Source: an optimization exercise on an open RTL-to-GDS flow (aim: small area). Production flows keep margins and buffers that such runs may drop. The RTL was checked by simulation tests, not by an equivalence proof against the original design. Power and IR drop assume default switching activity.

main:
==> flow/design.v <==
module clk_div_bank #(
   parameter int unsigned CHANNELS = 12,
   parameter int unsigned CNT_W    = 20,
   parameter int unsigned AW       = 4
) (
   input  logic                clk,
   input  logic                rst_n,
   input  logic                cfg_we,
   input  logic [AW-1:0]       cfg_addr,
   input  logic [CNT_W-1:0]    cfg_div,
   input  logic [CHANNELS-1:0] en,
   input  logic                sync,
   output logic [CHANNELS-1:0] cout,
   output logic [CHANNELS-1:0] tick,
   output logic [CHANNELS-1:0] cfg_pend
);
   localparam int unsigned CAP_SH = CNT_W - 1;
   localparam int unsigned HW     = CNT_W - 1;
   function automatic logic [HW-1:0] rst_half(input int unsigned idx);
      if (idx + 1 >= CAP_SH) rst_half = (HW'(1) << (CAP_SH - 1)) - HW'(1);
      else rst_half = (HW'(1) << idx) - HW'(1);
   endfunction
   logic [HW-1:0] wl_c;
   logic          wb_c;
   logic          whi_c;
   assign whi_c = |cfg_div[CNT_W-1:1];
   assign wb_c  = cfg_div[0] & whi_c;
   assign wl_c  = whi_c ? (cfg_div[CNT_W-1:1] - HW'(!cfg_div[0])) : '0;
   logic [CHANNELS-1:0] pf_q, cout_q, tick_q;
   for (genvar i = 0; i < CHANNELS; i++) begin : g_ch
      logic [HW-1:0] r_q, l_q, pl_q;
      logic          ph_q, b_q, pb_q;
      logic          wr, fresh, rz, r_b, r_b1, bnd, rst_c, end_hi, low_c;
      logic [HW-1:0] xl;
      logic          xb;
      assign wr     = cfg_we && (cfg_addr == AW'(i));
      assign fresh  = !cout_q[i] && !ph_q;
      assign rz     = (r_q == '0);
      assign r_b    = (r_q == HW'(b_q));
      assign r_b1   = (r_q == HW'(b_q) + HW'(1));
      assign bnd    = !fresh && rz;
      assign rst_c  = !en[i] || sync || bnd;
      assign end_hi = !fresh && !ph_q && r_b1;
      assign low_c  = ph_q || r_b;
      assign xl = (wl_c & {HW{wr}}) | (pl_q & {HW{!wr}});
      assign xb = (wb_c & wr) | (pb_q & !wr);
      always_ff @(posedge clk) begin
         r_q <= (fresh || end_hi) ? l_q : (r_q - HW'(1));
         pl_q <= xl;
         pb_q <= xb;
      end
      always_ff @(posedge clk or negedge rst_n) begin
         if (!rst_n) begin
            ph_q      <= 1'b0;
            l_q       <= rst_half(i);
            b_q       <= 1'b0;
            pf_q[i]   <= 1'b0;
            cout_q[i] <= 1'b0;
            tick_q[i] <= 1'b0;
         end else begin
            cout_q[i] <= !rst_c && (fresh || !low_c);
            tick_q[i] <= bnd && en[i] && !sync;
            if (rst_c) begin
               ph_q    <= 1'b0;
               pf_q[i] <= 1'b0;
               if (wr || pf_q[i]) begin
                  l_q <= xl;
                  b_q <= xb;
               end
            end else begin
               ph_q    <= !fresh && (low_c || r_b1);
               pf_q[i] <= pf_q[i] || wr;
            end
         end
      end
   end
   assign cout     = cout_q;
   assign tick     = tick_q;
   assign cfg_pend = pf_q;
endmodule
==> flow/config.mk <==
export PLATFORM = sky130hd
export DESIGN_NAME = clk_div_bank
export DESIGN_NICKNAME = clk_div_bank
export VERILOG_FILES = /design/flow/design.v
export SDC_FILE = /design/flow/constraint.sdc
export NUM_CORES = 4
export LEC_CHECK = 0
export CAP_MARGIN = 20
export CORE_MARGIN = 2
export CORE_UTILIZATION = 70
export SLEW_MARGIN = 20
==> flow/constraint.sdc <==
create_clock -name core_clock -period 5.0 [get_ports {clk}]
set_input_delay 1.0000 -clock core_clock [delete_from_list [all_inputs] [get_ports {clk}]]
set_output_delay 1.0000 -clock core_clock [all_outputs]
set_load 0.01 [all_outputs]
standard.sh (not shown) runs the stock make flow with config.mk's settings and CLKGATE_MAP_FILE= SYNTH_SCRIPT=/design/flow/synth_recipe.tcl, a recipe that flattens the netlist after the stock synthesis.
==> flow/flow/run.sh <==
#!/bin/bash
set -euo pipefail
work=$PWD
export AREA_ABC_SCRIPT=$work/flow/abc_area.script
export CTS_ARGS="-sink_clustering_enable -repair_clock_nets -sink_clustering_size 16 -sink_clustering_max_diameter 60 -buf_list sky130_fd_sc_hd__clkbuf_8 -dont_use_dummy_load"
export BUFFER_PORTS_ARGS="-buffer_cell sky130_fd_sc_hd__buf_1"
{ head -n 1 synth_recipe.tcl; cat flow/abc_proc.tcl; tail -n +2 synth_recipe.tcl; } > synth_area.tcl
sed "s|SYNTH_SCRIPT=[^ ]*|SYNTH_SCRIPT=$work/synth_area.tcl|" standard.sh > synth_area.sh
bash synth_area.sh synth > synth_make.log 2>&1
bash standard.sh > standard_make.log 2>&1
==> flow/flow/abc_area.script <==
strash
&get -n
&st
&dch
&nf -R 1000
&st
&syn2
&dch
&nf -R 1000
&st
&dch
&nf -R 1000
&put
topo
==> flow/flow/abc_proc.tcl <==
# Run ABC with this flow's area-oriented script in place of the one ORFS picks; every other
# argument (liberty, dont_use cells, constraints) is kept as ORFS sets it.
proc abc {args} {
  set i [lsearch $args -script]
  if {$i >= 0} { lset args [expr {$i + 1}] $::env(AREA_ABC_SCRIPT) }
  yosys abc {*}$args
}
main completed end to end with timing, DRC and antenna clean.
Inputs modified between main and the feature branch:
diff --git a/flow/design.v b/flow/design.v
--- a/flow/design.v
+++ b/flow/design.v
@@ -27,13 +27,16 @@
    assign wb_c  = cfg_div[0] & whi_c;
    assign wl_c  = whi_c ? (cfg_div[CNT_W-1:1] - HW'(!cfg_div[0])) : '0;
    logic [CHANNELS-1:0] pf_q, cout_q, tick_q;
    for (genvar i = 0; i < CHANNELS; i++) begin : g_ch
-      logic [HW-1:0] r_q, l_q, pl_q;
-      logic          ph_q, b_q, pb_q;
+      logic [HW-1:0] r_q, rn_q, l_q, lr_q, pl_q;
+      logic          ph_q, b_q, br_q, pb_q, dflt_q, commit;
       logic          wr, fresh, rz, r_b, r_b1, bnd, rst_c, end_hi, low_c;
       logic [HW-1:0] xl;
       logic          xb;
+      assign l_q    = dflt_q ? rst_half(i) : lr_q;
+      assign b_q    = br_q && !dflt_q;
+      assign r_q    = ~rn_q;
       assign wr     = cfg_we && (cfg_addr == AW'(i));
       assign fresh  = !cout_q[i] && !ph_q;
       assign rz     = (r_q == '0);
       assign r_b    = (r_q == HW'(b_q));
@@ -41,20 +44,24 @@
       assign bnd    = !fresh && rz;
       assign rst_c  = !en[i] || sync || bnd;
       assign end_hi = !fresh && !ph_q && r_b1;
       assign low_c  = ph_q || r_b;
+      assign commit = rst_c && (wr || pf_q[i]);
       assign xl = (wl_c & {HW{wr}}) | (pl_q & {HW{!wr}});
       assign xb = (wb_c & wr) | (pb_q & !wr);
       always_ff @(posedge clk) begin
-         r_q <= (fresh || end_hi) ? l_q : (r_q - HW'(1));
+         rn_q <= (fresh || end_hi) ? ~l_q : (rn_q + HW'(1));
+         if (commit) begin
+            lr_q <= xl;
+            br_q <= xb;
+         end
          pl_q <= xl;
          pb_q <= xb;
       end
       always_ff @(posedge clk or negedge rst_n) begin
          if (!rst_n) begin
             ph_q      <= 1'b0;
-            l_q       <= rst_half(i);
-            b_q       <= 1'b0;
+            dflt_q    <= 1'b1;
             pf_q[i]   <= 1'b0;
             cout_q[i] <= 1'b0;
             tick_q[i] <= 1'b0;
          end else begin
@@ -62,12 +69,9 @@
             tick_q[i] <= bnd && en[i] && !sync;
             if (rst_c) begin
                ph_q    <= 1'b0;
                pf_q[i] <= 1'b0;
-               if (wr || pf_q[i]) begin
-                  l_q <= xl;
-                  b_q <= xb;
-               end
+               if (wr || pf_q[i]) dflt_q <= 1'b0;
             end else begin
                ph_q    <= !fresh && (low_c || r_b1);
                pf_q[i] <= pf_q[i] || wr;
             end
Notes after the runs:
- Summary of the feature branch over main: area after synthesis lost 1100 sq um, per-cell via count in the routed design increased by 0.099 relative to the old numbers, fraction of met3 tracks used by global routing went up, worst setup slack after placement has increased.
- The estimated power of the feature branch ends up lower than the estimate for main.
- When the feature branch is set beside main, its die area turns out to be about 3.7% smaller.
- On design area: the feature branch sits below main.

==> port drivers added, routing unchanged <==
No port has a modelled driver above. Below, the same layouts with a new extraction and two added sets of constraints. Step 1 assumes that a clkbuf_16 drives the clock port and a buf_2 every other input. Step 2 also shifts input and output timing later by t, the mid clock arrival at the registers, as if the neighbouring blocks saw the same clock. a / b / c = no drivers / after step 1 / after step 2; a / b = the first two.
run	t, ns	setup slack, ns	worst slew at a driven data input, ns
main	0.720	1.086 / 1.121 / 0.401	0.10
the feature branch	0.707	1.466 / 1.495 / 0.789	0.10
After both steps setup and hold are still met in every run listed. The setup slack of main, which loses most, moves by +0.035 ns with the drivers and by -0.685 ns with both steps.
